This design comes from an exercise in tuning for small area on the open sky130 flow, not from production work. Only simulation tests tie the RTL to the original design; equivalence was not proved. Power and IR drop assume default switching activity.

### design/flow/flow/run.sh
#!/bin/bash
# The standard layout (standard.sh) with an area-oriented logic mapping and a leaner
# clock tree:
# - synthesis is the standard flow's own script with ABC's default area mapping (synth_area.tcl);
# - CTS without dummy loads, clustered onto clkbuf_8 leaf buffers;
# - small port buffers;
# - after global routing, clock buffers whose loads would see too much slew are upsized
#   (fixclk.tcl).
# Each run's full output goes to a log file in the folder this runs in.
set -euo pipefail
here=$(pwd)
export FLOW_WORK=$here
cts="-sink_clustering_enable -repair_clock_nets -dont_use_dummy_load"
cts="$cts -buf_list sky130_fd_sc_hd__clkbuf_8 -sink_clustering_size 18 -sink_clustering_max_diameter 45"
bash standard.sh finish \
  "SYNTH_SCRIPT=$here/flow/synth_area.tcl" \
  "CTS_ARGS=$cts" \
  "BUFFER_PORTS_ARGS=-buffer_cell sky130_fd_sc_hd__buf_1" \
  "POST_GLOBAL_ROUTE_TCL=$here/flow/fixclk.tcl" > "$here/standard.log" 2>&1
### design/flow/flow/fixclk.tcl
# Sourced by ORFS's global_route.tcl after global routing (POST_GLOBAL_ROUTE_TCL).
# Upsizes clock buffers whose loads would see too much slew, estimated from the global
# routes: first the buffers that drive other clock buffers, then those that drive
# flip-flops. Then it legalises, reroutes the changed nets, checks again, and rewrites the
# route guides.
set ::fix_target 0.120
set ::fix_ladder {sky130_fd_sc_hd__clkbuf_1 sky130_fd_sc_hd__clkbuf_2 sky130_fd_sc_hd__clkbuf_4
  sky130_fd_sc_hd__clkbuf_8 sky130_fd_sc_hd__clkbuf_16}

proc fix_pin_slew {pin} {
  set w 0
  foreach e {rise fall} {
    foreach a {min max} {
      set s [get_property $pin slew_${a}_$e]
      if {$s > $w} { set w $s }
    }
  }
  return $w
}

# Upsize the clock tree buffers of one kind (leaf 1: driving anything but clock buffers)
# whose loads are over the target.
proc fix_pass {leaf} {
  global fix_target fix_ladder
  set n 0
  foreach inst [get_cells -quiet clkbuf_*] {
    set m [get_property $inst ref_name]
    set i [lsearch -exact $fix_ladder $m]
    if {$i < 0} { continue }
    set out [get_pins -of_objects $inst -filter "direction==output"]
    set loads [get_pins -quiet -of_objects [get_nets -of_objects $out] -filter "direction==input"]
    set to_ff 0
    set w 0
    foreach p $loads {
      if {[lsearch -exact $fix_ladder [get_property [get_cells -of_objects $p] ref_name]] < 0} { set to_ff 1 }
      set s [fix_pin_slew $p]
      if {$s > $w} { set w $s }
    }
    if {$to_ff != $leaf || $w <= $fix_target} { continue }
    set name [get_full_name $inst]
    if {$i == [llength $fix_ladder] - 1} {
      puts "fixclk: $name ($m) slew $w left as is"
      continue
    }
    set nm [lindex $fix_ladder [expr {$i + 1}]]
    puts "fixclk: $name $m -> $nm (slew $w)"
    replace_cell $inst $nm
    incr n
  }
  return $n
}

set_propagated_clock [all_clocks]
# The reroute after legalising can change other clock nets, so check again until a round
# changes nothing.
for {set round 0} {$round < 4} {incr round} {
  set changed 0
  global_route -start_incremental
  foreach leaf {0 1} {
    for {set it 0} {$it < 4} {incr it} {
      estimate_parasitics -global_routing
      set n [fix_pass $leaf]
      puts "fixclk: round $round leaf $leaf pass $it upsized $n"
      incr changed $n
      if {$n == 0} { break }
    }
  }
  detailed_placement
  global_route -end_incremental
  if {$changed == 0} { break }
}
check_placement -verbose
estimate_parasitics -global_routing
write_guides $::env(RESULTS_DIR)/route.guide
### design/flow/flow/synth_area.tcl
# The standard flow's synthesis script (synth_recipe.tcl, which runs ORFS's synth.tcl) with one change:
# ABC maps the logic with Yosys's default (area-oriented) script instead of ORFS's
# delay-oriented one and without its delay target, as the design has several ns of setup slack. Flip-flops are mapped
# before ABC runs, so the registers, their names and cells are those of the standard synthesis.
proc abc {args} {
  set keep {}
  for {set i 0} {$i < [llength $args]} {incr i} {
    set a [lindex $args $i]
    if {$a in {-script -constr -D}} { incr i; continue }
    lappend keep $a
  }
  yosys abc {*}$keep
}
source $::env(FLOW_WORK)/synth_recipe.tcl
### design/flow/standard.sh
#!/bin/bash
# synth_recipe.tcl (not shown) runs the flow's synth.tcl, then flattens the netlist and writes it again
# the make line also repeats each setting of config.mk as NAME=value (left out here)
make -C /OpenROAD-flow-scripts/flow DESIGN_CONFIG=/design/flow/config.mk WORK_HOME=/design/flow/orfs CLKGATE_MAP_FILE= SYNTH_SCRIPT=/design/flow/synth_recipe.tcl "${@:-finish}"
### design/flow/config.mk
export PLATFORM = sky130hd
export DESIGN_NAME = sccb_target
export DESIGN_NICKNAME = sccb_target
export VERILOG_FILES = /design/flow/design.v
export SDC_FILE = /design/flow/constraint.sdc
export NUM_CORES = 4
export LEC_CHECK = 0
export CAP_MARGIN = 20
export CORE_MARGIN = 2
export CORE_UTILIZATION = 80
export PLACE_DENSITY = 0.9
export SLEW_MARGIN = 20
### design/flow/constraint.sdc
create_clock -name core_clock -period 10.0 [get_ports {clk}]
set_input_delay 2.0000 -clock core_clock [delete_from_list [all_inputs] [get_ports {clk}]]
set_output_delay 2.0000 -clock core_clock [all_outputs]
set_load 0.01 [all_outputs]
### design/flow/design.v
module sccb_target #(
  parameter logic [7:0] DEV_ADDR = 8'h60
) (
  input  logic       clk,
  input  logic       reset,
  input  logic       scl,
  input  logic       sda_in,
  output logic       sda,
  output logic       sda_oe,
  output logic       wr_stb,
  output logic [7:0] wr_addr,
  output logic [7:0] wr_data,
  output logic       busy
);
  typedef enum logic [2:0] {
    IDLE, DEV, DEV_ACK, SUB, WACK, WDAT, RDAT, RD_ACK
  } state_t;
  logic       scl_s1, scl_s2, scl_h, scl_h2;
  logic       sda_s1, sda_s2, sda_h, sda_h2;
  logic       scl_rise, scl_fall, bus_start, bus_stop;
  state_t     state, state_n;
  logic [8:0] shift, shift_n;
  logic [7:0] ptr, ptr_n;
  logic       sda_oe_n, busy_n, wr_stb_n;
  logic       reg_we, wr_vld;
  logic [7:0] rx_byte, rd_byte;
  logic       rx_last, tx_done;
  logic [127:0][7:0] bank0, bank1;
  logic [6:0] phase;
  logic [7:0] pend_addr, pend_data;
  logic [7:0] rbuf, ptr_inc;
  logic       commit, reading, at_ptr, after_ptr, rd_bank;
  logic [7:0] head0, head1;
  assign sda = 1'b0;
  assign rx_byte = {shift[6:0], sda_h};
  assign rx_last = shift[7];
  assign tx_done = (shift[7:0] == 8'h00);
  assign rd_byte = rbuf;
  assign scl_rise  = scl_h & ~scl_h2;
  assign scl_fall  = ~scl_h & scl_h2;
  assign bus_start = scl_h & scl_h2 & sda_h2 & ~sda_h;
  assign bus_stop  = scl_h & scl_h2 & ~sda_h2 & sda_h;
  always_ff @(posedge clk or posedge reset) begin
    if (reset) begin
      scl_s1 <= 1'b1;
      scl_s2 <= 1'b1;
      scl_h  <= 1'b1;
      scl_h2 <= 1'b1;
      sda_s1 <= 1'b1;
      sda_s2 <= 1'b1;
      sda_h  <= 1'b1;
      sda_h2 <= 1'b1;
    end else begin
      scl_s1 <= scl;
      scl_s2 <= scl_s1;
      scl_h  <= scl_s2;
      scl_h2 <= scl_h;
      sda_s1 <= sda_in;
      sda_s2 <= sda_s1;
      sda_h  <= sda_s2;
      sda_h2 <= sda_h;
    end
  end
  always_ff @(posedge clk or posedge reset) begin
    if (reset) begin
      state  <= IDLE;
      ptr    <= 8'h00;
      sda_oe <= 1'b0;
      busy   <= 1'b0;
      wr_stb <= 1'b0;
      wr_vld <= 1'b0;
    end else begin
      state  <= state_n;
      ptr    <= ptr_n;
      sda_oe <= sda_oe_n;
      busy   <= busy_n;
      wr_stb <= wr_stb_n;
      if (reg_we) wr_vld <= 1'b1;
    end
  end
  always_ff @(posedge clk) begin
    shift   <= shift_n;
  end
  assign wr_addr = wr_vld ? pend_addr : 8'h00;
  assign wr_data = wr_vld ? pend_data : 8'h00;
  assign ptr_inc   = ptr + 8'd1;
  assign reading   = (state == RDAT || state == RD_ACK);
  assign at_ptr    = (ptr[6:0] == phase);
  assign rd_bank   = reading ? ptr_inc[7] : ptr[7];
  assign commit = (pend_addr[6:0] == phase);
  assign head0  = (commit && !pend_addr[7]) ? pend_data : bank0[127];
  assign head1  = (commit &&  pend_addr[7]) ? pend_data : bank1[127];
  always_ff @(posedge clk) begin
    phase <= phase + 7'd1;
    bank0 <= {bank0[126:0], head0};
    bank1 <= {bank1[126:0], head1};
    if (reg_we) begin
      pend_addr <= ptr;
      pend_data <= rx_byte;
    end
    after_ptr <= at_ptr;
    if (reading ? after_ptr : at_ptr) rbuf <= rd_bank ? head1 : head0;
  end
  always_comb begin
    state_n   = state;
    shift_n   = shift;
    ptr_n     = ptr;
    sda_oe_n  = sda_oe;
    busy_n    = busy;
    wr_stb_n  = 1'b0;
    reg_we    = 1'b0;
    if (bus_start) begin
      state_n   = DEV;
      shift_n   = 9'h001;
      sda_oe_n  = 1'b0;
    end else if (bus_stop) begin
      state_n  = IDLE;
      sda_oe_n = 1'b0;
      busy_n   = 1'b0;
    end else begin
      case (state)
        DEV: if (scl_rise) begin
          shift_n   = {shift[7:0], sda_h};
          if (rx_last) begin
            if (rx_byte[7:1] == DEV_ADDR[7:1]) begin
              state_n = DEV_ACK;
              busy_n  = 1'b1;
            end else begin
              state_n = IDLE;
            end
          end
        end
        DEV_ACK: if (scl_fall) begin
          if (!sda_oe) begin
            sda_oe_n = 1'b1;
          end else if (shift[0]) begin   
            state_n   = RDAT;
            shift_n   = {rd_byte[6:0], 2'b10};
            sda_oe_n  = ~rd_byte[7];
          end else begin
            state_n   = SUB;
            sda_oe_n  = 1'b0;
            shift_n   = 9'h001;
          end
        end
        SUB: if (scl_rise) begin
          shift_n   = {shift[7:0], sda_h};
          if (rx_last) begin
            ptr_n     = rx_byte;
            state_n   = WACK;
          end
        end
        WACK: if (scl_fall) begin
          if (!sda_oe) begin
            sda_oe_n = 1'b1;
          end else begin
            state_n   = WDAT;
            sda_oe_n  = 1'b0;
            shift_n   = 9'h001;
          end
        end
        WDAT: if (scl_rise) begin
          shift_n   = {shift[7:0], sda_h};
          if (rx_last) begin
            reg_we    = 1'b1;
            wr_stb_n  = 1'b1;
            state_n   = WACK;
            ptr_n     = ptr_inc;
          end
        end
        RDAT: if (scl_fall) begin
          if (tx_done) begin
            sda_oe_n = 1'b0;
            state_n  = RD_ACK;
          end else begin
            sda_oe_n = ~shift[8];
            shift_n  = {shift[7:0], 1'b0};
          end
        end
        RD_ACK: if (scl_rise) begin
          if (!sda_h) begin
            state_n   = RDAT;
            ptr_n     = ptr_inc;
            shift_n   = {rbuf, 1'b1};
          end else begin
            state_n = IDLE;
          end
        end
        default: sda_oe_n = 1'b0;   
      endcase
    end
  end
endmodule
==> impl_metrics.yaml, run 1 <==
run_status:
  haltStage: "3_5_place_dp"
  error: "[ERROR DPL-0033] detailed placement checks failed during check placement."
  outcome: "did not finish"
die:
  pin_count: 24
  initial_utilization_pct: 80.5
  std_cell_rows: 86
  dieHeight_um: 239
  die_x_um: 239
yosys:
  netlist_instances: 2343
  avgSynthCellArea_um2: 18.9
  seq_area_frac_synth_pct: 96.5
  synth_cell_types: 46
  async_flop_share_pct: 1.09
  synth_nets: 2349
  ys_ff_latch: 2112
  ys_warn_count: 1
  synth_area_um2: 44200
  yosysTopAreaCell: "dfxtp_1"
  synth-edff-count: 24
  synth_top_area_share_pct: 93.6
  yosys-top-cells-area: "dfxtp_1 (94%), edfxtp_1 (1.6%), dfrtp_1 (0.85%), mux2_1 (0.64%), dfstp_2 (0.48%)"
  synthFlopType: "dfxtp_1"
place:
  dp.final_hpwl_um: 50000
  place_congestion: 0.790
  port_buffers: 22
==> stage by stage <==
stage	setup slack, ps	std cells
after floorplan	7300	2343
after global placement	7170	3072
==> worst min path at each step <==
| stage | from | end | slack, ps | depth (start not counted) |
|---|---|---|---|---|
| 2_1_floorplan | bank0[992]$_DFF_P_ | bank0[1000]$_DFF_P_ | 310 | 0 |
| 3_3_place_gp | bank0[602]$_DFF_P_ | bank0[610]$_DFF_P_ | 310 | 0 |
==> synth_stat cells (4+ instances only) <==
cell / instances
dfxtp_1: 2065
nor2_1: 24
and2_0: 17
o21ai_0: 11
a31oi_1: 7
xor2_1: 6
nor3_1: 6
dfrtp_1: 15
nand3_1: 13
xnor2_1: 16
nand2_1: 22
nor4_1: 4
mux2_1: 25
a22o_1: 6
dfstp_2: 8
clkinv_1: 6
edfxtp_1: 24
a21oi_1: 12
a21o_1: 5
nand4_1: 4
==> power groups by stage <==
| stage | sequential [mW] | clock, mW | combinational (mW) |
|---|---|---|---|
| floorplan | 8.64 | 0 | 0.0339 |
| global placement | 8.65 | 0 | 0.0460 |
==> cells by family after synthesis <==
kind of cell / count (synthesis) / synth area share [%]
AOI/OAI and AO/OA: 61 / 0.929
xor gates and xnor gates: 22 / 0.436
adders and majority gates: 2 / 0.0566
buffers and inverters: 7 / 0.0680
DFF: 2112 / 96.5
muxes: 28 / 0.705
other: 1 / 0.00849
and+or+nand+nor: 110 / 1.28
==> run 2: changes to the inputs <==
--- a/design/flow/config.mk
+++ b/design/flow/config.mk
@@ -9,4 +9,4 @@
 export CORE_MARGIN = 2
-export CORE_UTILIZATION = 80
-export PLACE_DENSITY = 0.9
+export CORE_UTILIZATION = 75
+export PLACE_DENSITY = 0.85
 export SLEW_MARGIN = 20
==> run 2 against run 1 <==
Synthesized area stayed put. Synthesized cell count is the same. Now clean on timing, DRC and antenna.
==> impl_metrics.yaml, run 2 <==
place:
  dp.final_hpwl_um: 40000
  port_buffers: 22
  place_congestion: 0.781
  dp.cells: 3133
die:
  initial_utilization_pct: 76.1
  die-area_um2: 60900
  core_um2: 58000
  die_x_um: 247
  pin_count: 24
  std_cell_rows: 88
  dieHeight_um: 247
sta:
  maxSlewViolCount: 0
  hold_viol: 0
  finClkSkew_ps: 68.9
  period_needed_ps: 3590
  setup_viol: 0
  max_freq_ghz: 0.279
  whs_ps: 288
  tightest_slew_ps: 1320
  tns_ps: 0
  fin_crit_sh_pct: 35.9
  max-slew-margin-rel_pct: 11.1
setup_path:
  r2r_slack_ps: 6830
  reg2reg_to: "shift[6]$_SDFFE_PN0P_"
  critPathMaxFanout: 17
  cp-end-kind: "output pin"
  critPathKind: "reg -> out"
  r2r_start: "state[2]$_DFFE_PP0P_"
  critPathLaunchType: "flop"
  cp_data_required_time_ps: 8000
  r2r_cells: 5
  worstPathArrival_ps: 1590
cts:
  cts-resized-gates: 0
  cts_tree: "yes"
  cts.sinks: 2112
  cts_buffers: 140
  holdBufCountCts: 0
  clock_latency_ps: 710
  htreeDepth: 4
  cts_setup_buffers: 0
  path_clk_slew_ps: 110
  clock_path_buffers: 3
  cts_root_buf: "clkbuf_8"
drt:
  wl_per_cell_um: 26.6
  vias: 16728
  drtPass1Iterations: 5
  viasPerCell: 5.10
  wl_um: 87200
  drt-initial-drc-count: 1245
  antenna_left: 0
  drc: 0
global_route:
  globalRouteOverflowTotal: 0
  grt_usage_pct: 22.3
  grtUsageMet2_pct: 38.9
  use_met1_pct: 27.4
  grt_max_degree: 24
  grt_pass1_vias: 16819
  grtUsageMet3_pct: 4.81
  grt_pass1_wl_um: 99100
  antenna_found_initial: 5
  grt_busiest_layer: "met2"
hold_path:
  hold_end: "bank0[854]$_DFF_P_"
  min_path_cells: 0
  hold_path.class: "reg -> reg"
  hold_start: "bank0[846]$_DFF_P_"
power:
  finalPower_mw: 13.0
  power_density_nw_per_um2: 272
  leakagePower_nw: 19.1
  vdd_drop_max_uv: 242
yosys:
  synth_area_um2: 44200
  synth_cell_types: 46
  synth_nets: 2349
  yosysMostFrequentCell: "dfxtp_1"
  synthFlopType: "dfxtp_1"
  synth-edff-count: 24
  yosys-mux-area-fraction_pct: 0.705
  synth_top_area_share_pct: 93.6
  synth-simple-area-share_pct: 1.28
  synth-compound-area-share_pct: 0.929
  async_flop_share_pct: 1.09
  synthAdderAreaFrac_pct: 0.0566
  yosysTopAreaCell: "dfxtp_1"
  ys_warn_count: 1
  ys_ff_latch: 2112
  synth_top_family_by_area: "simple AND/OR/NAND/NOR gates"
  avgSynthCellArea_um2: 18.9
  yosys-top-cells-area: "dfxtp_1 (94%), edfxtp_1 (1.6%), dfrtp_1 (0.85%), mux2_1 (0.64%), dfstp_2 (0.48%)"
  netlist_instances: 2343
  synth_xor_area_share_pct: 0.436
  seq_area_frac_synth_pct: 96.5
  synthTopCellsByCount: "dfxtp_1 (2065), mux2_1 (25), edfxtp_1 (24), nor2_1 (24), nand2_1 (22)"
cells_and_area:
  stdcell_count: 3283
  final_nets: 2516
  area_growth_pct: 8.38
  mostFrequentLayoutCells: "dfxtp_1 (2065), clkbuf_8 (80), clkbuf_16 (60)"
  layout_commonest_cell: "dfxtp_1"
  fillers: 2250
  reg_top3: "bank0 (1024), bank1 (1024), shift (9)"
  drive_above_1_share_pct: 6.18
flow_run:
  max-cap-violations: 0
run_status:
  outcome: "no timing/DRC/antenna violations"
## run 2: cell counts after synthesis
No cell type changed its count.
## run 2: layout make-up
class	instances	area [um2]	share of cell area, %
Antenna cell	10	25.0	0.0523
Tap cell	765	957	2.00
Clock buffer	140	2600	5.43
Timing Repair Buffer	26	113	0.235
Sequential cell	2112	42600	89.0
Multi-Input combinational cell	224	1530	3.18
Inverter	6	22.5	0.0470
## run 2: per-layer routing
metal / routed length (um) / up-vias / part of all wire, %
li1: - / 7620 / -
met1: 31700 / 8309 / 36
met2: 47000 / 566 / 54
met3: 4320 / 231 / 5.0
met4: 4040 / 2 / 4.6
met5: 90 / - / 0.10
## run 2: kinds of logic after synthesis
kind of cell | after synthesis
AOI/OAI and AO/OA | 61
xor gates and xnor gates | 22
adders and majority gates | 2
buffers and inverters | 7
DFF | 2112
muxes | 28
other | 1
and+or+nand+nor | 110
## run 2: where the power goes
part / switching (mW) / internal [mW]
Clock: 2.72 / 1.80
Combinational: 0.0421 / 0.0172
Sequential: 0.0265 / 8.43
Total: 2.79 / 10.2
## run 2: through the flow
stage / util [%] / worst slack (ps) / area, um2
after floorplan: - / 7300 / 44200
after global placement: 78.0 / 7160 / 45200
after detailed placement: 78.0 / 7120 / 45200
after CTS: 81.3 / 6270 / 47200
final: 82.5 / 6410 / 47900
## run 2: how the worst max path moves through the flow
stage                             from  depth (start not counted)         end
floorplan           wr_vld$_DFFE_PP0P_                          1  wr_data[7]
CTS                 wr_vld$_DFFE_PP0P_                          2  wr_addr[0]
finish              wr_vld$_DFFE_PP0P_                          2  wr_addr[0]
detailed placement  wr_vld$_DFFE_PP0P_                          2  wr_data[4]
global placement    wr_vld$_DFFE_PP0P_                          2  wr_addr[1]
## run 2: worst max-delay path: stages (launching register included)
cell     delay [ps]
dfrtp_1         550
and2_0          180
buf_1           160
==> run 3: changes to the inputs <==
--- a/design/flow/flow/run.sh
+++ b/design/flow/flow/run.sh
@@ -13,3 +13,3 @@
 cts="-sink_clustering_enable -repair_clock_nets -dont_use_dummy_load"
-cts="$cts -buf_list sky130_fd_sc_hd__clkbuf_8 -sink_clustering_size 18 -sink_clustering_max_diameter 45"
+cts="$cts -buf_list sky130_fd_sc_hd__clkbuf_8 -sink_clustering_size 20 -sink_clustering_max_diameter 50"
 bash standard.sh finish \
--- a/design/flow/config.mk
+++ b/design/flow/config.mk
@@ -9,4 +9,4 @@
 export CORE_MARGIN = 2
-export CORE_UTILIZATION = 75
-export PLACE_DENSITY = 0.85
+export CORE_UTILIZATION = 70
+export PLACE_DENSITY = 0.8
 export SLEW_MARGIN = 20
==> run 3 against run 2 <==
Flip-flop and latch count unchanged. Wire length decreased by 23%. Core utilization decreased by 5.6 points. Critical endpoint is now wr_addr[1].
==> impl_metrics.yaml, run 3 <==
setup_path:
  cp-end-kind: "output pin"
  critPathLaunchType: "flop"
  cp_data_required_time_ps: 8000
  critPathMaxFanout: 17
  slowest_delay_ps: 560
  cp_cell_sequence: "and2_0 -> buf_1"
  critPathKind: "reg -> out"
  crit_slowest_cell: "dfrtp_1"
  worstPathArrival_ps: 1610
cells_and_area:
  mostFrequentLayoutCells: "dfxtp_1 (2065), clkbuf_16 (99), clkbuf_8 (31)"
  area_growth_pct: 9.21
  reg_top3: "bank0 (1024), bank1 (1024), shift (9)"
  layout_commonest_cell: "dfxtp_1"
  stdcell_count: 3344
  finish.instance_area_um2: 48300
  final_nets: 2504
  drive_above_1_share_pct: 5.69
  utilization_pct: 76.9
cts:
  cts.sinks: 2112
  holdBufCountCts: 0
  cts-resized-gates: 0
  cts_root_buf: "clkbuf_8"
  cts_setup_buffers: 0
  cts_buffers: 130
  clock_latency_ps: 720
  clock_path_buffers: 3
  htreeDepth: 4
  cts_tree: "yes"
  path_clk_slew_ps: 90
place:
  dp.cells: 3212
  dp.final_hpwl_um: 29100
  port_buffers: 22
  place_area_um2: 45300
  place_congestion: 0.809
drt:
  wl_per_cell_um: 20.1
  antenna_left: 0
  drt-initial-drc-count: 820
  wl_um: 67200
  drtPass1Iterations: 5
  drc: 0
  viasPerCell: 4.64
  vias: 15516
global_route:
  antenna_found_initial: 3
  grt_max_degree: 24
  grt_pass1_vias: 15858
  grt_pass1_wl_um: 84300
  grt_usage_pct: 17.1
  globalRouteOverflowTotal: 0
sta:
  tns_ps: 0
  period_needed_ps: 3610
  setup_viol: 0
  hold_viol: 0
  fin_crit_sh_pct: 36.1
  max-slew-margin-rel_pct: 30.0
  tightest_slew_ps: 1020
  finClkSkew_ps: 56.2
  max_freq_ghz: 0.277
  whs_ps: 270
  maxSlewViolCount: 0
yosys:
  ys_warn_count: 1
  seq_area_frac_synth_pct: 96.5
  yosysMostFrequentCell: "dfxtp_1"
  yosysTopAreaCell: "dfxtp_1"
  synth_cell_types: 46
  synth_top_area_share_pct: 93.6
  synth_nets: 2349
  yosys-top-cells-area: "dfxtp_1 (94%), edfxtp_1 (1.6%), dfrtp_1 (0.85%), mux2_1 (0.64%), dfstp_2 (0.48%)"
  ys_ff_latch: 2112
  synth_area_um2: 44200
  synthTopCellsByCount: "dfxtp_1 (2065), mux2_1 (25), edfxtp_1 (24), nor2_1 (24), nand2_1 (22)"
  avgSynthCellArea_um2: 18.9
  synth-edff-count: 24
  netlist_instances: 2343
  async_flop_share_pct: 1.09
  synthFlopType: "dfxtp_1"
die:
  std_cell_rows: 92
  die-area_um2: 65100
  dieHeight_um: 255
  core_um2: 62700
  pin_count: 24
  initial_utilization_pct: 70.4
  die_x_um: 255
flow_run:
  max-cap-violations: 0
power:
  vdd_drop_max_uv: 197
  leakagePower_nw: 19.3
  power_density_nw_per_um2: 271
hold_path:
  hold_path.class: "reg -> reg"
run_status:
  outcome: "no timing/DRC/antenna violations"
## run 3: cell counts after synthesis
Identical to the previous run, type by type.
## run 3: kinds of logic (layout without fill, tap and decap cells)
group | count (synthesis) | after routing | share of synthesized area (%)
DFF | 2112 | 2112 | 96.5
xor gates and xnor gates | 22 | 22 | 0.436
other | 1 | 3 | 0.00849
muxes | 28 | 28 | 0.705
buffers and inverters | 7 | 160 | 0.0680
and+or+nand+nor | 110 | 110 | 1.28
adders and majority gates | 2 | 2 | 0.0566
AOI/OAI and AO/OA | 61 | 61 | 0.929
## run 3: area by class of cell
cell class,instances,area (um2)
Fill cell,3168,14500
Tap cell,846,1060
Multi-Input combinational cell,224,1520
Inverter,6,22.5
Clock buffer,130,2900
Sequential cell,2112,42600
Timing Repair Buffer,24,97.6
Antenna cell,2,5.00
## run 3: path summary, 6_finish.rpt
check / start / to / depth (start not counted) / slack [ps]
max reg2reg: ptr[2]$_DFFE_PP0P_ / rbuf[3]$_DFFE_PP_ / 5 / 7370
min reg2reg: bank1[19]$_DFF_P_ / bank1[27]$_DFF_P_ / 0 / 270
min in group asynchronous: reset / ptr[0]$_DFFE_PP0P_ / 2 / 1320
max: wr_vld$_DFFE_PP0P_ / wr_addr[1] / 2 / 6390
max in group asynchronous: reset / ptr[3]$_DFFE_PP0P_ / 2 / 8250
min: bank1[19]$_DFF_P_ / bank1[27]$_DFF_P_ / 0 / 270
## run 3: critical path, delay by kind of cell, from the launching register on
| kind | cells | cell delay, ps |
|---|---|---|
| buffers and inverters | 1 | 160 |
| and+or+nand+nor | 1 | 200 |
| DFF | 1 | 560 |
## run 3: metal layers
layer  routed length (um)  vias to the layer above  global-route usage [%]
met5                    0                        -                       0
met4                 1420                        0                    6.68
met2                35300                      238                    26.6
met1                28100                     7571                    23.5
met3                 2390                      117                    4.00
li1                     -                     7590                       -
## run 3: metrics by stage
stage | power, mW | worst slack [ps]
after detailed placement | 8.69 | 7120
after global placement | 8.69 | 7170
final | 13.1 | 6390
after CTS | 12.0 | 6240
after floorplan | 8.67 | 7300
## run 3: report_power, final
| part | leakage, nW | total (mW) | switching [mW] | internal, mW |
|---|---|---|---|---|
| Combinational | 0.664 | 0.0462 | 0.0297 | 0.0165 |
| Sequential | 17.1 | 8.45 | 0.0198 | 8.43 |
| Clock | 1.44 | 4.59 | 2.55 | 2.05 |
==> run 4: changes to the inputs <==
--- a/design/flow/flow/run.sh
+++ b/design/flow/flow/run.sh
@@ -13,3 +13,3 @@
 cts="-sink_clustering_enable -repair_clock_nets -dont_use_dummy_load"
-cts="$cts -buf_list sky130_fd_sc_hd__clkbuf_8 -sink_clustering_size 20 -sink_clustering_max_diameter 50"
+cts="$cts -buf_list sky130_fd_sc_hd__clkbuf_8 -sink_clustering_size 17 -sink_clustering_max_diameter 40"
 bash standard.sh finish \
==> run 4 against run 3 <==
Critical endpoint unchanged. Largest cell class unchanged. Worst hold slack gained 3.3 ps. Sequential power is essentially flat. Highest routed layer is now met5. Critical path type unchanged. Non-clock buffer count is the same. Count of clock-buffer cells in the layout grew 23. Total power shrank 5.9%. Core utilization shrank 1.0 points. Die area is the same.
==> impl_metrics.yaml, run 4 <==
power:
  switching_share_pct: 19.3
  p_int_mw: 9.94
  finalPower_mw: 12.3
  vdd_drop_max_uv: 174
  clkPwrFrac_pct: 31.0
  leakagePower_nw: 19.0
  p_sw_mw: 2.38
  power_density_nw_per_um2: 259
  power_frac_comb_pct: 0.4
  power_frac_seq_pct: 68.6
sta:
  setup_viol: 0
  hold_viol: 0
  finClkSkew_ps: 61.6
  tns_ps: 0
  fin_crit_sh_pct: 35.8
  period_needed_ps: 3580
  max_freq_ghz: 0.279
  maxSlewViolCount: 0
  tightest_slew_ps: 1060
  max-slew-margin-rel_pct: 29.0
  fin_ws_ps: 6420
drt:
  wl_um: 56200
  antenna_left: 0
  drtPass1Iterations: 5
  drt-initial-drc-count: 624
  vias: 15295
  drc: 0
  viasPerCell: 4.54
  wl_per_cell_um: 16.7
cts:
  clock_latency_ps: 690
  cts-resized-gates: 0
  htreeDepth: 4
  path_clk_slew_ps: 90
  cts_buffers: 153
  cts.sinks: 2112
  cts_root_buf: "clkbuf_8"
  clock_path_buffers: 3
  holdBufCountCts: 0
  cts_tree: "yes"
  cts_setup_buffers: 0
yosys:
  synth-edff-count: 24
  async_flop_share_pct: 1.09
  synthTopCellsByCount: "dfxtp_1 (2065), mux2_1 (25), edfxtp_1 (24), nor2_1 (24), nand2_1 (22)"
  synth_area_um2: 44200
  ys_ff_latch: 2112
  synthFlopType: "dfxtp_1"
  netlist_instances: 2343
  ys_warn_count: 1
  yosysTopAreaCell: "dfxtp_1"
  yosys-top-cells-area: "dfxtp_1 (94%), edfxtp_1 (1.6%), dfrtp_1 (0.85%), mux2_1 (0.64%), dfstp_2 (0.48%)"
  synth_cell_types: 46
  seq_area_frac_synth_pct: 96.5
  synth_top_area_share_pct: 93.6
  yosysMostFrequentCell: "dfxtp_1"
  avgSynthCellArea_um2: 18.9
  synth_nets: 2349
global_route:
  grt_max_degree: 24
  grt_pass1_wl_um: 87900
  globalRouteOverflowTotal: 0
  antenna_found_initial: 3
  grt_usage_pct: 18.0
  grt_pass1_vias: 16380
cells_and_area:
  reg_top3: "bank0 (1024), bank1 (1024), shift (9)"
  final_nets: 2527
  layout_commonest_cell: "dfxtp_1"
  stdcell_count: 3366
  drive_above_1_share_pct: 6.55
  area_growth_pct: 7.73
  mostFrequentLayoutCells: "dfxtp_1 (2065), clkbuf_8 (140), mux2_1 (25)"
setup_path:
  cp_cell_sequence: "and2_0 -> buf_1"
  critPathKind: "reg -> out"
  critPathMaxFanout: 17
  worstPathArrival_ps: 1580
  cp_data_required_time_ps: 8000
  critPathLaunchType: "flop"
  slowest_delay_ps: 550
  crit_slowest_cell: "dfrtp_1"
  cp-end-kind: "output pin"
die:
  die-area_um2: 65100
  dieHeight_um: 255
  core_um2: 62700
  die_x_um: 255
  pin_count: 24
  initial_utilization_pct: 70.4
  std_cell_rows: 92
place:
  port_buffers: 22
  dp.final_hpwl_um: 29100
  pre_cts_ws_ps: 7120
  dp.cells: 3212
  place_congestion: 0.809
run_status:
  outcome: "no timing/DRC/antenna violations"
hold_path:
  hold_path.class: "reg -> reg"
flow_run:
  max-cap-violations: 0
-- run 4: cell counts after synthesis --
Identical to the previous run, type by type.
-- run 4: worst paths after layout --
check                                   start                   end  slack, ps  cells after the start
max in group asynchronous               reset    ptr[6]$_DFFE_PP0P_       8190                      2
min in group asynchronous               reset  state[0]$_DFFE_PP0P_       1360                      2
max reg2reg                ptr[2]$_DFFE_PP0P_     rbuf[3]$_DFFE_PP_       7390                      5
max                        wr_vld$_DFFE_PP0P_            wr_addr[1]       6420                      2
min reg2reg                 bank1[19]$_DFF_P_     bank1[27]$_DFF_P_        270                      0
min                         bank1[19]$_DFF_P_     bank1[27]$_DFF_P_        270                      0
-- run 4: cells by family (layout without fill, tap and decap cells) --
logic type      count (synthesis)  in the layout  synth area share, %
flops                        2112           2112                 96.5
buf+inv                         7            183               0.0680
compound gates                 61             61                0.929
xor+xnor                       22             22                0.436
fa+ha+maj                       2              2               0.0566
other cells                     1              2              0.00849
simple gates                  110            110                 1.28
mux                            28             28                0.705
-- run 4: critical path: cells and delay by family, from the launching register on --
kind	cells	cell delay, ps
AND/OR/NAND/NOR	1	200
buffers and inverters	1	160
flip-flops	1	550
-- run 4: final cells by class --
cell class | instances | area [um2]
Sequential cell | 2112 | 42600
Fill cell | 3256 | 15100
Clock buffer | 153 | 2250
Multi-Input combinational cell | 224 | 1520
Tap cell | 846 | 1060
Timing Repair Buffer | 24 | 97.6
Inverter | 6 | 22.5
Antenna cell | 1 | 2.50
-- run 4: through the flow --
stage / hold slack [ps] / area, um2 / utilization, %
2_1_floorplan: 310 / 44200 / -
3_3_place_gp: 313 / 45300 / 72.3
3_5_place_dp: 312 / 45300 / 72.3
4_1_cts: 223 / 47500 / 75.6
6_report: 273 / 47600 / 75.9
-- run 4: power by group through the flow --
stage	logic, mW	registers, mW	clock network [mW]
floorplan	0.0339	8.64	0
global placement	0.0449	8.65	0
detailed placement	0.0448	8.65	0
CTS	0.0453	8.45	3.81
finish	0.0456	8.45	3.82
-- run 4: layer usage --
| metal | vias up | GRT usage [%] | part of all wire (%) |
|---|---|---|---|
| li1 | 7619 | - | - |
| met5 | - | 0 | 0.020 |
| met4 | 2 | 8.59 | 2.9 |
| met3 | 133 | 3.74 | 4.0 |
| met1 | 7295 | 23.7 | 45 |
| met2 | 246 | 28.8 | 48 |
==> run 5: changes to the inputs <==
--- a/design/flow/flow/run.sh
+++ b/design/flow/flow/run.sh
@@ -13,3 +13,3 @@
 cts="-sink_clustering_enable -repair_clock_nets -dont_use_dummy_load"
-cts="$cts -buf_list sky130_fd_sc_hd__clkbuf_8 -sink_clustering_size 17 -sink_clustering_max_diameter 40"
+cts="$cts -buf_list sky130_fd_sc_hd__clkbuf_8 -sink_clustering_size 18 -sink_clustering_max_diameter 90"
 bash standard.sh finish \
==> run 5 against run 4 <==
Sequential power about the same. Worst hold slack about the same. Sequential share of layout area up 0.40 points. Critical endpoint unchanged. Highest routed layer is now met4.
==> impl_metrics.yaml, run 5 <==
run_status:
  outcome: "no timing/DRC/antenna violations"
drt:
  wl_per_cell_um: 15.9
  drc: 0
  wl_um: 53200
  drtPass1Iterations: 6
  drt-initial-drc-count: 698
  viasPerCell: 4.50
  antenna_left: 0
  vias: 15075
cells_and_area:
  mostFrequentLayoutCells: "dfxtp_1 (2065), clkbuf_8 (119), mux2_1 (25)"
  utilization_pct: 75.5
  reg_top3: "bank0 (1024), bank1 (1024), shift (9)"
  area_growth_pct: 7.24
  final_nets: 2509
  fillers: 3281
  stdcell_count: 3348
  drive_above_1_share_pct: 5.88
  finish.instance_area_um2: 47400
  layout_commonest_cell: "dfxtp_1"
cts:
  cts_setup_buffers: 0
  holdBufCountCts: 0
  cts_tree: "yes"
  clock_path_buffers: 3
  htreeDepth: 4
  cts.sinks: 2112
  path_clk_slew_ps: 100
  cts-resized-gates: 0
  cts_buffers: 135
  clock_latency_ps: 650
  cts_root_buf: "clkbuf_8"
yosys:
  synth-simple-area-share_pct: 1.28
  ys_ff_latch: 2112
  synth_xor_area_share_pct: 0.436
  avgSynthCellArea_um2: 18.9
  yosys-top-cells-area: "dfxtp_1 (94%), edfxtp_1 (1.6%), dfrtp_1 (0.85%), mux2_1 (0.64%), dfstp_2 (0.48%)"
  synth_area_um2: 44200
  synthAdderAreaFrac_pct: 0.0566
  yosys-mux-area-fraction_pct: 0.705
  ys_warn_count: 1
  synth_cell_types: 46
  seq_area_frac_synth_pct: 96.5
  synth-compound-area-share_pct: 0.929
  async_flop_share_pct: 1.09
  yosysMostFrequentCell: "dfxtp_1"
  yosysTopAreaCell: "dfxtp_1"
  netlist_instances: 2343
  synthFlopType: "dfxtp_1"
  synthTopCellsByCount: "dfxtp_1 (2065), mux2_1 (25), edfxtp_1 (24), nor2_1 (24), nand2_1 (22)"
  synth_top_area_share_pct: 93.6
  synth_nets: 2349
  synth_top_family_by_area: "simple AND/OR/NAND/NOR gates"
  synth-edff-count: 24
sta:
  setup_viol: 0
  finClkSkew_ps: 42.5
  tightest_slew_ps: 1100
  max_freq_ghz: 0.282
  maxSlewViolCount: 0
  max-slew-margin-rel_pct: 26.7
  tns_ps: 0
  fin_crit_sh_pct: 35.5
  period_needed_ps: 3550
  hold_viol: 0
setup_path:
  slowest_delay_ps: 560
  crit_slowest_cell: "dfrtp_1"
  critPathKind: "reg -> out"
  cp_cell_sequence: "and2_0 -> buf_1"
  critPathMaxFanout: 17
  crit_buf_inv: 1
  worstPathArrival_ps: 1550
  cp_data_required_time_ps: 8000
  critPathLaunchType: "flop"
  cp-end-kind: "output pin"
  cp_top_family: "flip-flops"
power:
  finalPower_mw: 12.1
  vdd_drop_max_uv: 172
  leakagePower_nw: 18.9
  power_density_nw_per_um2: 256
die:
  pin_count: 24
  initial_utilization_pct: 70.4
  std_cell_rows: 92
  die_x_um: 255
  die-area_um2: 65100
  dieHeight_um: 255
  core_um2: 62700
place:
  dp.final_hpwl_um: 29100
  place_area_um2: 45300
  dp.cells: 3212
  place_congestion: 0.809
  port_buffers: 22
global_route:
  grt_pass1_wl_um: 83400
  grt_usage_pct: 16.8
  grt_pass1_vias: 15753
  globalRouteOverflowTotal: 0
  antenna_found_initial: 3
  grt_max_degree: 24
flow_run:
  max-cap-violations: 0
hold_path:
  hold_path.class: "reg -> reg"
## run 5: cell counts after synthesis
Identical to the previous run, type by type.
## run 5: logic make-up after synthesis
| logic type | count (synthesis) |
|---|---|
| AO/OA/AOI/OAI | 61 |
| XOR/XNOR | 22 |
| adder cells (fa/ha/maj) | 2 |
| buffers and inverters | 7 |
| flip-flops | 2112 |
| multiplexers | 28 |
| other | 1 |
| AND/OR/NAND/NOR | 110 |
## run 5: final cells by class
| cell class | instances | area, um2 | area share, % |
|---|---|---|---|
| sequential | 2112 | 42600 | 90.0 |
| clock buffer | 135 | 2040 | 4.30 |
| multi-input combinational | 224 | 1520 | 3.21 |
| tap | 846 | 1060 | 2.23 |
| timing repair buffer | 24 | 97.6 | 0.206 |
| inverter | 6 | 22.5 | 0.0475 |
| antenna | 1 | 2.50 | 0.00528 |
## run 5: per-stage QoR
stage	setup WS [ps]	hold WS [ps]
3_3_place_gp	7170	313
4_1_cts	6220	274
2_1_floorplan	7300	310
3_5_place_dp	7120	312
6_report	6450	273
## run 5: worst paths after layout
path / cells past startpoint / slack [ps] / end / start
worst max-delay path: 2 / 6450 / wr_addr[1] / wr_vld$_DFFE_PP0P_
worst min-delay path: 0 / 270 / bank0[544]$_DFF_P_ / bank0[536]$_DFF_P_
worst max register to register: 5 / 7400 / rbuf[0]$_DFFE_PP_ / ptr[2]$_DFFE_PP0P_
worst min register to register: 0 / 270 / bank0[544]$_DFF_P_ / bank0[536]$_DFF_P_
max in group asynchronous: 2 / 8210 / ptr[5]$_DFFE_PP0P_ / reset
min in group asynchronous: 2 / 1360 / ptr[0]$_DFFE_PP0P_ / reset
## run 5: worst register-to-register path, cell delays in order, from the launching register on
cell	delay [ps]
dfrtp_1	530
and4_1	310
nand4_1	140
xnor2_1	180
mux2i_1	800
mux2_1	390
## run 5: routing by layer
metal	global-route usage, %	up-vias	share of wire, %
li1	-	7587	-
met1	23.4	7155	48
met2	25.9	230	45
met3	3.79	103	3.7
met4	7.18	0	2.6
met5	0	-	0
## run 5: report_power, final
part / internal [mW] / switching, mW / leakage [nW]
combinational: 0.0165 / 0.0293 / 0.664
clock: 1.36 / 2.27 / 1.05
sequential: 8.43 / 0.0204 / 17.1
total: 9.81 / 2.31 / 18.9
==> run 6: changes to the inputs <==
--- a/design/flow/flow/run.sh
+++ b/design/flow/flow/run.sh
@@ -13,3 +13,3 @@
 cts="-sink_clustering_enable -repair_clock_nets -dont_use_dummy_load"
-cts="$cts -buf_list sky130_fd_sc_hd__clkbuf_8 -sink_clustering_size 18 -sink_clustering_max_diameter 90"
+cts="$cts -buf_list sky130_fd_sc_hd__clkbuf_8 -sink_clustering_size 20 -sink_clustering_max_diameter 60"
 bash standard.sh finish \
==> run 6 against run 5 <==
Sequential power about the same. Final area increased by 1.7%. Count of clock-buffer cells in the layout decreased by 18. Critical path depth did not move. Sequential share of layout area is 1.5 points lower. Via count rose by 2.3%. Wire length increased by 22%. Still clean.
==> impl_metrics.yaml, run 6 <==
run_status:
  outcome: "no timing/DRC/antenna violations"
cells_and_area:
  final_nets: 2491
  fillers: 3202
  layout_commonest_cell: "dfxtp_1"
  utilization_pct: 76.8
  drive_above_1_share_pct: 5.20
  stdcell_count: 3331
  mostFrequentLayoutCells: "dfxtp_1 (2065), clkbuf_16 (109), mux2_1 (25)"
  area_growth_pct: 9.06
  reg_top3: "bank0 (1024), bank1 (1024), shift (9)"
drt:
  drt-initial-drc-count: 804
  drc: 0
  vias: 15416
  antenna_left: 0
  wl_per_cell_um: 19.5
  drtPass1Iterations: 5
  wl_um: 64900
  viasPerCell: 4.63
setup_path:
  r2r_start: "ptr[0]$_DFFE_PP0P_"
  cp_top_family: "flip-flops"
  critPathMaxFanout: 17
  worstPathArrival_ps: 1520
  critPathLaunchType: "flop"
  critPathKind: "reg -> out"
  crit_buf_inv: 1
  reg2reg_to: "rbuf[0]$_DFFE_PP_"
  cp_cell_sequence: "and2_0 -> buf_1"
  cp_data_required_time_ps: 8000
  slowest_delay_ps: 550
  cp-end-kind: "output pin"
  crit_slowest_cell: "dfrtp_1"
  r2r_cells: 5
  r2r_slack_ps: 7340
sta:
  whs_ps: 273
  setup_viol: 0
  fin_crit_sh_pct: 35.2
  max-slew-margin-rel_pct: 24.6
  finClkSkew_ps: 69.6
  tightest_slew_ps: 1130
  period_needed_ps: 3520
  hold_viol: 0
  max_freq_ghz: 0.284
  tns_ps: 0
  maxSlewViolCount: 0
cts:
  clock_path_buffers: 3
  path_clk_slew_ps: 80
  htreeDepth: 3
  cts.sinks: 2112
  cts_tree: "yes"
  clock_latency_ps: 670
  cts_buffers: 117
  holdBufCountCts: 0
  cts-resized-gates: 0
  cts_root_buf: "clkbuf_8"
  cts_setup_buffers: 0
place:
  place_congestion: 0.809
  dp.cells: 3212
  port_buffers: 22
  dp.final_hpwl_um: 29100
yosys:
  synth_top_area_share_pct: 93.6
  async_flop_share_pct: 1.09
  synth_nets: 2349
  netlist_instances: 2343
  synth_cell_types: 46
  yosysMostFrequentCell: "dfxtp_1"
  yosysTopAreaCell: "dfxtp_1"
  synth_area_um2: 44200
  synth-edff-count: 24
  ys_warn_count: 1
  synthFlopType: "dfxtp_1"
  yosys-top-cells-area: "dfxtp_1 (94%), edfxtp_1 (1.6%), dfrtp_1 (0.85%), mux2_1 (0.64%), dfstp_2 (0.48%)"
  synthTopCellsByCount: "dfxtp_1 (2065), mux2_1 (25), edfxtp_1 (24), nor2_1 (24), nand2_1 (22)"
  ys_ff_latch: 2112
  avgSynthCellArea_um2: 18.9
  seq_area_frac_synth_pct: 96.5
die:
  die_x_um: 255
  pin_count: 24
  initial_utilization_pct: 70.4
  die-area_um2: 65100
  core_um2: 62700
  std_cell_rows: 92
  dieHeight_um: 255
power:
  vdd_drop_max_uv: 198
  leakagePower_nw: 19.2
  finalPower_mw: 13.0
  power_density_nw_per_um2: 270
hold_path:
  hold_end: "bank1[236]$_DFF_P_"
  hold_path.class: "reg -> reg"
  min_path_cells: 0
  hold_start: "bank1[228]$_DFF_P_"
global_route:
  grt_usage_pct: 16.7
  grt_max_degree: 24
  globalRouteOverflowTotal: 0
  antenna_found_initial: 4
  grt_pass1_wl_um: 83600
  grt_pass1_vias: 15731
flow_run:
  max-cap-violations: 0
[run 6: cell counts after synthesis]
No cell type changed its count.
[run 6: power by group]
part	switching, mW	total [mW]	internal, mW
Sequential	0.0205	8.45	8.43
Clock	2.49	4.49	2.00
Combinational	0.0301	0.0466	0.0165
[run 6: area by class of cell]
type / count / area [um2] / share of cell area (%)
Antenna cell: 2 / 5.00 / 0.0104
Clock buffer: 117 / 2840 / 5.89
Inverter: 6 / 22.5 / 0.0467
Multi-Input combinational cell: 224 / 1520 / 3.16
Sequential cell: 2112 / 42600 / 88.5
Tap cell: 846 / 1060 / 2.20
Timing Repair Buffer: 24 / 97.6 / 0.203
[run 6: metal layers]
layer  vias to the layer above  GRT usage [%]  wire (um)
met5                         -              0          0
met3                       100           3.27       2100
met1                      7533           23.4      27800
met2                       231           26.5      33800
li1                       7552              -          -
met4                         0           5.43       1290
[run 6: stage by stage]
step / instance area (um2) / setup WS, ps
after floorplan: 44200 / 7300
after global placement: 45300 / 7170
after detailed placement: 45300 / 7120
after CTS: 47000 / 6310
final: 48200 / 6480
[run 6: worst max-delay path by stage]
stage	from	end	slack [ps]	cells past startpoint
3_3_place_gp	wr_vld$_DFFE_PP0P_	wr_addr[6]	7170	2
3_5_place_dp	wr_vld$_DFFE_PP0P_	wr_addr[1]	7120	2
6_report	wr_vld$_DFFE_PP0P_	wr_addr[1]	6480	2
4_1_cts	wr_vld$_DFFE_PP0P_	wr_addr[1]	6310	2
2_1_floorplan	wr_vld$_DFFE_PP0P_	wr_data[7]	7300	1
[run 6: cells by family (layout without fill, tap and decap cells)]
| family | after synthesis | in the layout | synth area share [%] |
|---|---|---|---|
| AO/OA/AOI/OAI | 61 | 61 | 0.929 |
| buffers and inverters | 7 | 147 | 0.0680 |
| multiplexers | 28 | 28 | 0.705 |
| XOR/XNOR | 22 | 22 | 0.436 |
| adder cells (fa/ha/maj) | 2 | 2 | 0.0566 |
| flip-flops | 2112 | 2112 | 96.5 |
| AND/OR/NAND/NOR | 110 | 110 | 1.28 |
| other | 1 | 3 | 0.00849 |
==> run 7: changes to the inputs <==
--- a/design/flow/flow/run.sh
+++ b/design/flow/flow/run.sh
@@ -13,3 +13,3 @@
 cts="-sink_clustering_enable -repair_clock_nets -dont_use_dummy_load"
-cts="$cts -buf_list sky130_fd_sc_hd__clkbuf_8 -sink_clustering_size 20 -sink_clustering_max_diameter 60"
+cts="$cts -buf_list sky130_fd_sc_hd__clkbuf_8 -sink_clustering_size 18 -sink_clustering_max_diameter 45"
 bash standard.sh finish \
==> run 7 against run 6 <==
Worst hold slack worse by 17 ps. Total power is 6.0% lower. Wire length is 16% lower. Critical path type unchanged. Clock power is 17% lower. First-iteration DRC count is 17% lower. Final area is 1.5% lower. Highest routed layer unchanged. Still clean on timing, DRC and antenna. Fmax is 0.32% lower. Global-route usage is 0.49 points higher.
==> impl_metrics.yaml, run 7 <==
drt:
  wl_per_cell_um: 16.2
  drt-initial-drc-count: 670
  wl_um: 54300
  drc: 0
  drtPass1Iterations: 6
  vias: 15173
  viasPerCell: 4.52
  antenna_left: 0
setup_path:
  cp_data_required_time_ps: 8000
  slowest_delay_ps: 550
  crit_slowest_cell: "dfrtp_1"
  critPathMaxFanout: 17
  cp-end-kind: "output pin"
  crit_buf_inv: 1
  cp_top_family: "flip-flops"
  critPathKind: "reg -> out"
  cp_cell_sequence: "and2_0 -> buf_1"
  worstPathArrival_ps: 1530
  critPathLaunchType: "flop"
cts:
  htreeDepth: 4
  cts_buffers: 141
  path_clk_slew_ps: 100
  clock_latency_ps: 680
  cts.sinks: 2112
  holdBufCountCts: 0
  cts_setup_buffers: 0
  cts_tree: "yes"
  cts_root_buf: "clkbuf_8"
  clock_path_buffers: 3
  cts-resized-gates: 0
yosys:
  yosys-top-cells-area: "dfxtp_1 (94%), edfxtp_1 (1.6%), dfrtp_1 (0.85%), mux2_1 (0.64%), dfstp_2 (0.48%)"
  yosysTopAreaCell: "dfxtp_1"
  synth_nets: 2349
  synthFlopType: "dfxtp_1"
  netlist_instances: 2343
  synth_area_um2: 44200
  yosysMostFrequentCell: "dfxtp_1"
  synth_cell_types: 46
  synth_top_area_share_pct: 93.6
  synth-edff-count: 24
  seq_area_frac_synth_pct: 96.5
  async_flop_share_pct: 1.09
  avgSynthCellArea_um2: 18.9
  ys_warn_count: 1
  synthTopCellsByCount: "dfxtp_1 (2065), mux2_1 (25), edfxtp_1 (24), nor2_1 (24), nand2_1 (22)"
  ys_ff_latch: 2112
power:
  leakagePower_nw: 18.9
  vdd_drop_max_uv: 170
  power_density_nw_per_um2: 257
sta:
  fin_ws_ps: 6470
  period_needed_ps: 3530
  max-slew-margin-rel_pct: 28.5
  max_freq_ghz: 0.283
  fin_crit_sh_pct: 35.3
  tightest_slew_ps: 1070
  maxSlewViolCount: 0
  hold_viol: 0
  finClkSkew_ps: 78.6
  setup_viol: 0
  tns_ps: 0
global_route:
  grt_max_degree: 24
  grt_pass1_vias: 16052
  antenna_found_initial: 3
  grt_usage_pct: 17.2
  globalRouteOverflowTotal: 0
  grt_pass1_wl_um: 85000
cells_and_area:
  mostFrequentLayoutCells: "dfxtp_1 (2065), clkbuf_8 (124), mux2_1 (25)"
  reg_top3: "bank0 (1024), bank1 (1024), shift (9)"
  finish.instance_area_um2: 47500
  area_growth_pct: 7.46
  final_nets: 2515
  utilization_pct: 75.7
  drive_above_1_share_pct: 6.10
  layout_commonest_cell: "dfxtp_1"
die:
  pin_count: 24
  std_cell_rows: 92
  die-area_um2: 65100
  initial_utilization_pct: 70.4
  core_um2: 62700
  die_x_um: 255
  dieHeight_um: 255
place:
  port_buffers: 22
  place_area_um2: 45300
  pre_cts_ws_ps: 7120
  dp.final_hpwl_um: 29100
  place_congestion: 0.809
flow_run:
  max-cap-violations: 0
hold_path:
  hold_path.class: "reg -> reg"
run_status:
  outcome: "no timing/DRC/antenna violations"
run 7: cell types whose count changed in the layout (fill, tap and decap cells not counted):
cell / delta
clkbuf_8: +116
clkbuf_16: -92
diode_2: -1
run 7: cells by family after synthesis:
| kind of cell | count (synthesis) | share of synthesized area [%] |
|---|---|---|
| DFF | 2112 | 96.5 |
| and+or+nand+nor | 110 | 1.28 |
| other | 1 | 0.00849 |
| muxes | 28 | 0.705 |
| AOI/OAI and AO/OA | 61 | 0.929 |
| xor gates and xnor gates | 22 | 0.436 |
| buffers and inverters | 7 | 0.0680 |
| adders and majority gates | 2 | 0.0566 |
run 7: worst reg2reg max path, cell delays in order, from the launching register on:
cell and delay (ps):
dfrtp_1 550, and4_1 320, nand4_1 140, xnor2_1 180
mux2i_1 790, mux2_1 390
run 7: path summary, 6_finish.rpt:
path                                    startpoint  depth (start not counted)            endpoint  slack [ps]
worst min-delay path             bank1[19]$_DFF_P_                          0   bank1[27]$_DFF_P_         260
min in group asynchronous                    reset                          2  ptr[0]$_DFFE_PP0P_        1360
worst max-delay path            wr_vld$_DFFE_PP0P_                          2          wr_addr[1]        6470
worst max register to register  ptr[2]$_DFFE_PP0P_                          5   rbuf[0]$_DFFE_PP_        7400
max in group asynchronous                    reset                          2  wr_vld$_DFFE_PP0P_        8190
worst min register to register   bank1[19]$_DFF_P_                          0   bank1[27]$_DFF_P_         260
run 7: area by class of cell:
cell class	instances	area, um2
clock buffers	141	2130
well taps	846	1060
flip-flops and latches	2112	42600
repair buffers	24	97.6
inverters	6	22.5
multi-input cells	224	1520
diodes	1	2.50
fillers	3281	15300
run 7: where the power goes:
group	switching, mW	total (mW)	internal, mW
clock	2.28	3.71	1.43
combinational	0.0294	0.0459	0.0165
sequential	0.0206	8.45	8.43
total	2.33	12.2	9.87
run 7: stage by stage:
step | instances | hold slack (ps) | power, mW
floorplan | 2343 | 310 | 8.67
global placement | 3212 | 313 | 8.69
detailed placement | 3212 | 312 | 8.69
CTS | 3353 | 249 | 12.1
finish | 3354 | 256 | 12.2
run 7: per-layer routing:
metal	global-route usage, %	vias up	part of all wire [%]
met5	0	-	0
met4	7.42	0	2.6
met3	3.54	104	3.8
met2	27.0	226	47
met1	23.4	7248	47
li1	-	7595	-
==> run 8: changes to the inputs <==
--- a/design/flow/flow/run.sh
+++ b/design/flow/flow/run.sh
@@ -13,3 +13,3 @@
 cts="-sink_clustering_enable -repair_clock_nets -dont_use_dummy_load"
-cts="$cts -buf_list sky130_fd_sc_hd__clkbuf_8 -sink_clustering_size 18 -sink_clustering_max_diameter 45"
+cts="$cts -buf_list sky130_fd_sc_hd__clkbuf_8 -sink_clustering_size 18 -sink_clustering_max_diameter 60"
 bash standard.sh finish \
==> run 8 against run 7 <==
Critical path type unchanged. Critical endpoint unchanged. Still clean. Total power fell by 0.62%. Synthesized cell count unchanged. Synthesized area unchanged. Non-clock buffer count stayed put. Sequential power is essentially flat. Sequential share of layout area increased by 0.19 points. Count of clock-buffer cells in the layout is 5 lower. Critical path depth unchanged. Die area unchanged. Fmax decreased by 0.31%. Register-to-register slack lost 20 ps.
==> impl_metrics.yaml, run 8 <==
cts:
  cts_root_buf: "clkbuf_8"
  htreeDepth: 4
  cts_tree: "yes"
  holdBufCountCts: 0
  cts_setup_buffers: 0
  cts.sinks: 2112
  cts_buffers: 136
  clock_path_buffers: 3
  path_clk_slew_ps: 100
  clock_latency_ps: 680
  cts-resized-gates: 0
sta:
  tightest_slew_ps: 1120
  maxSlewViolCount: 0
  tns_ps: 0
  max-slew-margin-rel_pct: 24.9
  max_freq_ghz: 0.282
  setup_viol: 0
  finClkSkew_ps: 49.9
  period_needed_ps: 3540
  fin_crit_sh_pct: 35.4
  hold_viol: 0
power:
  power_density_nw_per_um2: 256
  vdd_drop_max_uv: 173
  leakagePower_nw: 18.9
global_route:
  grt_max_degree: 24
  grt_pass1_wl_um: 83400
  grt_pass1_vias: 15768
  grt_usage_pct: 16.8
  globalRouteOverflowTotal: 0
  antenna_found_initial: 3
die:
  die_x_um: 255
  std_cell_rows: 92
  initial_utilization_pct: 70.4
  core_um2: 62700
  pin_count: 24
  die-area_um2: 65100
  dieHeight_um: 255
setup_path:
  critPathMaxFanout: 17
  critPathLaunchType: "flop"
  path_depth: 2
  worstPathArrival_ps: 1540
  critPathKind: "reg -> out"
  cp_data_required_time_ps: 8000
  cp-end-kind: "output pin"
  crit_buf_inv: 1
  r2r_cells: 5
  crit_slowest_cell: "dfrtp_1"
  cp_cell_sequence: "and2_0 -> buf_1"
  cp_top_family: "flip-flops"
  slowest_delay_ps: 550
drt:
  vias: 15040
  antenna_left: 0
  wl_um: 53600
  drc: 0
  drt-initial-drc-count: 686
  viasPerCell: 4.49
  wl_per_cell_um: 16.0
  drtPass1Iterations: 5
cells_and_area:
  drive_above_1_share_pct: 5.92
  final_nets: 2510
  mostFrequentLayoutCells: "dfxtp_1 (2065), clkbuf_8 (122), mux2_1 (25)"
  layout_commonest_cell: "dfxtp_1"
  reg_top3: "bank0 (1024), bank1 (1024), shift (9)"
  fillers: 3287
  utilization_pct: 75.5
  area_growth_pct: 7.22
yosys:
  seq_area_frac_synth_pct: 96.5
  netlist_instances: 2343
  yosysTopAreaCell: "dfxtp_1"
  ys_ff_latch: 2112
  synth_nets: 2349
  synthTopCellsByCount: "dfxtp_1 (2065), mux2_1 (25), edfxtp_1 (24), nor2_1 (24), nand2_1 (22)"
  async_flop_share_pct: 1.09
  yosysMostFrequentCell: "dfxtp_1"
  yosys-top-cells-area: "dfxtp_1 (94%), edfxtp_1 (1.6%), dfrtp_1 (0.85%), mux2_1 (0.64%), dfstp_2 (0.48%)"
  synthFlopType: "dfxtp_1"
  avgSynthCellArea_um2: 18.9
  ys_warn_count: 1
  synth_cell_types: 46
  synth-edff-count: 24
  synth_top_area_share_pct: 93.6
  synth_area_um2: 44200
run_status:
  outcome: "no timing/DRC/antenna violations"
place:
  dp.final_hpwl_um: 29100
  place_congestion: 0.809
  port_buffers: 22
hold_path:
  hold_path.class: "reg -> reg"
  min_path_cells: 0
flow_run:
  max-cap-violations: 0
## run 8: cell count changes in the layout (fill, tap and decap cells not counted)
cell       delta
clkbuf_16     -3
clkbuf_8      -2
## run 8: cell type report
type	count	area, um2	area share (%)
Sequential cell	2112	42600	90.0
Clock buffer	136	2030	4.28
Multi-Input combinational cell	224	1520	3.21
Tap cell	846	1060	2.23
Timing Repair Buffer	24	97.6	0.206
Inverter	6	22.5	0.0475
Antenna cell	1	2.50	0.00528
## run 8: cell families (layout without fill, tap and decap cells)
group | count (synthesis) | count (layout) | share of synthesized area [%]
other cells | 1 | 2 | 0.00849
simple gates | 110 | 110 | 1.28
flops | 2112 | 2112 | 96.5
buf+inv | 7 | 166 | 0.0680
compound gates | 61 | 61 | 0.929
mux | 28 | 28 | 0.705
fa+ha+maj | 2 | 2 | 0.0566
xor+xnor | 22 | 22 | 0.436
## run 8: stage by stage
stage / cells / cell area, um2 / total power [mW] / worst slack [ps] / hold slack [ps]
2_1_floorplan: 2343 / 44200 / 8.67 / 7300 / 310
6_report: 3349 / 47400 / 12.1 / 6460 / 269
3_3_place_gp: 3212 / 45300 / 8.69 / 7170 / 313
3_5_place_dp: 3212 / 45300 / 8.69 / 7120 / 312
4_1_cts: 3348 / 47200 / 12.1 / 6250 / 244
## run 8: per-layer routing
layer  track usage (%)  part of all wire (%)  vias up
met1              23.4                    48     7110
met3              3.52                   3.8      113
li1                  -                     -     7587
met2              25.9                    45      230
met5                 0                     0        -
met4              7.40                   2.5        0
## run 8: report_power, final
group	switching, mW	internal (mW)	total [mW]	leakage (nW)
Clock	2.28	1.36	3.63	1.05
Sequential	0.0202	8.43	8.45	17.1
Combinational	0.0295	0.0165	0.0460	0.664
Total	2.32	9.80	12.1	18.9
## run 8: path summary, 6_finish.rpt
kind | startpoint | slack, ps | endpoint
setup / recovery | wr_vld$_DFFE_PP0P_ | 6460 | wr_addr[1]
hold / removal | bank0[536]$_DFF_P_ | 270 | bank0[544]$_DFF_P_
setup reg to reg | ptr[2]$_DFFE_PP0P_ | 7380 | rbuf[0]$_DFFE_PP_
hold reg to reg | bank0[536]$_DFF_P_ | 270 | bank0[544]$_DFF_P_
max in group asynchronous | reset | 8210 | wr_vld$_DFFE_PP0P_
min in group asynchronous | reset | 1350 | ptr[0]$_DFFE_PP0P_
==> run 9: changes to the inputs <==
--- a/design/flow/flow/run.sh
+++ b/design/flow/flow/run.sh
@@ -4,3 +4,3 @@
 # - synthesis is the standard flow's own script with ABC's default area mapping (synth_area.tcl);
-# - CTS without dummy loads, clustered onto clkbuf_8 leaf buffers;
+# - CTS without dummy loads, clustered onto clkbuf_8 leaf buffers (18 flip-flops each);
 # - small port buffers;
==> run 9 against run 8 <==
Still clean. Via count unchanged. Largest cell class unchanged. Critical endpoint unchanged. Count of clock-buffer cells in the layout unchanged. Sequential share of layout area did not move. Final area did not move. Register-to-register slack about the same. Non-clock buffer count is the same. Worst hold slack unchanged.
==> impl_metrics.yaml, run 9 <==
yosys:
  avgSynthCellArea_um2: 18.9
  ys_warn_count: 1
  async_flop_share_pct: 1.09
  netlist_instances: 2343
  yosys-top-cells-area: "dfxtp_1 (94%), edfxtp_1 (1.6%), dfrtp_1 (0.85%), mux2_1 (0.64%), dfstp_2 (0.48%)"
  seq_area_frac_synth_pct: 96.5
  synth_nets: 2349
  synth-edff-count: 24
  yosysMostFrequentCell: "dfxtp_1"
  synthTopCellsByCount: "dfxtp_1 (2065), mux2_1 (25), edfxtp_1 (24), nor2_1 (24), nand2_1 (22)"
  yosysTopAreaCell: "dfxtp_1"
  synth_top_area_share_pct: 93.6
  synthFlopType: "dfxtp_1"
  ys_ff_latch: 2112
  synth_cell_types: 46
  synth_area_um2: 44200
setup_path:
  worstSetupEndpoint: "wr_addr[1]"
  critPathMaxFanout: 17
  critPathKind: "reg -> out"
  r2r_start: "ptr[2]$_DFFE_PP0P_"
  crit_start: "wr_vld$_DFFE_PP0P_"
  worstPathArrival_ps: 1540
  r2r_cells: 5
  critPathLaunchType: "flop"
  cp-end-kind: "output pin"
  cp_data_required_time_ps: 8000
  r2r_slack_ps: 7380
  reg2reg_to: "rbuf[0]$_DFFE_PP_"
cts:
  cts_root_buf: "clkbuf_8"
  cts_tree: "yes"
  cts_buffers: 136
  path_clk_slew_ps: 100
  clock_latency_ps: 680
  cts_setup_buffers: 0
  cts-resized-gates: 0
  cts.sinks: 2112
  holdBufCountCts: 0
  clock_path_buffers: 3
  htreeDepth: 4
sta:
  tns_ps: 0
  finClkSkew_ps: 49.9
  fin_ws_ps: 6460
  hold_viol: 0
  fin_crit_sh_pct: 35.4
  maxSlewViolCount: 0
  period_needed_ps: 3540
  max-slew-margin-rel_pct: 24.9
  max_freq_ghz: 0.282
  tightest_slew_ps: 1120
  setup_viol: 0
cells_and_area:
  reg_top3: "bank0 (1024), bank1 (1024), shift (9)"
  drive_above_1_share_pct: 5.92
  mostFrequentLayoutCells: "dfxtp_1 (2065), clkbuf_8 (122), mux2_1 (25)"
  fillers: 3287
  area_growth_pct: 7.22
  final_nets: 2510
  multi_input_area_um2: 1520
  layout_commonest_cell: "dfxtp_1"
  ff_latch_area_um2: 42600
die:
  std_cell_rows: 92
  die-area_um2: 65100
  pin_count: 24
  initial_utilization_pct: 70.4
  core_um2: 62700
  dieHeight_um: 255
  die_x_um: 255
global_route:
  grt_pass1_wl_um: 83400
  globalRouteOverflowTotal: 0
  antenna_found_initial: 3
  grt_pass1_vias: 15768
  grt_usage_pct: 16.8
  grt_max_degree: 24
run_status:
  outcome: "no timing/DRC/antenna violations"
drt:
  antenna_left: 0
  drtPass1Iterations: 5
  vias: 15040
  wl_per_cell_um: 16.0
  drc: 0
  viasPerCell: 4.49
  wl_um: 53600
  drt-initial-drc-count: 686
place:
  place_congestion: 0.809
  port_buffers: 22
  pre_cts_ws_ps: 7120
  dp.final_hpwl_um: 29100
power:
  power_density_nw_per_um2: 256
  vdd_drop_max_uv: 173
  leakagePower_nw: 18.9
flow_run:
  max-cap-violations: 0
hold_path:
  hold_path.class: "reg -> reg"
-- run 9: cell counts after synthesis --
Identical to the previous run, type by type.
-- run 9: routing by layer --
layer	vias to the layer above	routed length, um	share of wire [%]	track usage [%]
li1	7587	-	-	-
met1	7110	25900	48	23.4
met2	230	24300	45	25.9
met3	113	2030	3.8	3.52
met4	0	1340	2.5	7.40
met5	-	0	0	0
-- run 9: final cells by class --
cell class              instances  area share [%]
flip-flops and latches       2112            90.0
repair buffers                 24           0.206
clock buffers                 136            4.28
well taps                     846            2.23
diodes                          1         0.00528
inverters                       6          0.0475
multi-input cells             224            3.21
-- run 9: logic make-up after synthesis --
logic type,after synthesis,share of synthesized area (%)
compound gates,61,0.929
xor+xnor,22,0.436
fa+ha+maj,2,0.0566
buf+inv,7,0.0680
flops,2112,96.5
mux,28,0.705
other cells,1,0.00849
simple gates,110,1.28
-- run 9: per-stage QoR --
| step | hold WS (ps) | power (mW) | std cells | utilization (%) | cell area (um2) |
|---|---|---|---|---|---|
| floorplan | 310 | 8.67 | 2343 | - | 44200 |
| CTS | 244 | 12.1 | 3348 | 75.3 | 47200 |
| finish | 269 | 12.1 | 3349 | 75.5 | 47400 |
| global placement | 313 | 8.69 | 3212 | 72.3 | 45300 |
| detailed placement | 312 | 8.69 | 3212 | 72.3 | 45300 |
-- run 9: power breakdown --
part           internal (mW)  switching (mW)  total [mW]
sequential              8.43          0.0202        8.45
clock                   1.36            2.28        3.63
combinational         0.0165          0.0295      0.0460
-- run 9: worst min path at each step --
| stage | from | to | slack (ps) | cells past startpoint |
|---|---|---|---|---|
| after floorplan | bank0[992]$_DFF_P_ | bank0[1000]$_DFF_P_ | 310 | 0 |
| after global placement | bank0[435]$_DFF_P_ | bank0[443]$_DFF_P_ | 310 | 0 |
| after detailed placement | bank0[215]$_DFF_P_ | bank0[223]$_DFF_P_ | 310 | 0 |
| after CTS | bank1[19]$_DFF_P_ | bank1[27]$_DFF_P_ | 240 | 0 |
| final | bank0[536]$_DFF_P_ | bank0[544]$_DFF_P_ | 270 | 0 |
-- run 9: worst max-delay path: stages (launching register included) --
cell,delay (ps)
dfrtp_1,550
and2_0,200
buf_1,160

[re-timing with driven ports]
The flow's constraints put no driver on any port. The routed layouts listed below were extracted and timed again, unchanged, in two steps.
Step 1 (the two cells are an assumption about what drives the block):
set clk [get_ports {clk}]
set_driving_cell -lib_cell sky130_fd_sc_hd__clkbuf_16 $clk
set_driving_cell -lib_cell sky130_fd_sc_hd__buf_2 [delete_from_list [all_inputs] $clk]
Step 2 moves the port delays by t, midway between the first and last clock arrival at a register: inputs arrive t later, outputs are due t later. That takes back most of the time a late clock gives input paths.
a / b / c = no drivers / after step 1 / after step 2; a / b = the first two.
run | t, ns | setup WS [ns] | latest minus earliest clock arrival (ns) | worst data-port slew with drivers (ns)
run 2 | 0.750 | 6.414 / 6.350 / 6.832 | 0.083 / 0.083 | 0.04
run 3 | 0.766 | 6.392 / 6.321 / 7.087 | 0.062 / 0.063 | 0.03
run 4 | 0.723 | 6.419 / 6.360 / 7.083 | 0.073 / 0.073 | 0.03
run 5 | 0.712 | 6.448 / 6.382 / 7.093 | 0.071 / 0.071 | 0.03
run 6 | 0.709 | 6.478 / 6.412 / 7.120 | 0.079 / 0.079 | 0.03
run 7 | 0.721 | 6.466 / 6.397 / 7.118 | 0.097 / 0.097 | 0.03
run 8 | 0.707 | 6.455 / 6.390 / 7.096 | 0.073 / 0.073 | 0.03
run 9 | 0.707 | 6.455 / 6.390 / 7.096 | 0.073 / 0.073 | 0.03
After both steps every run listed still meets setup and hold.
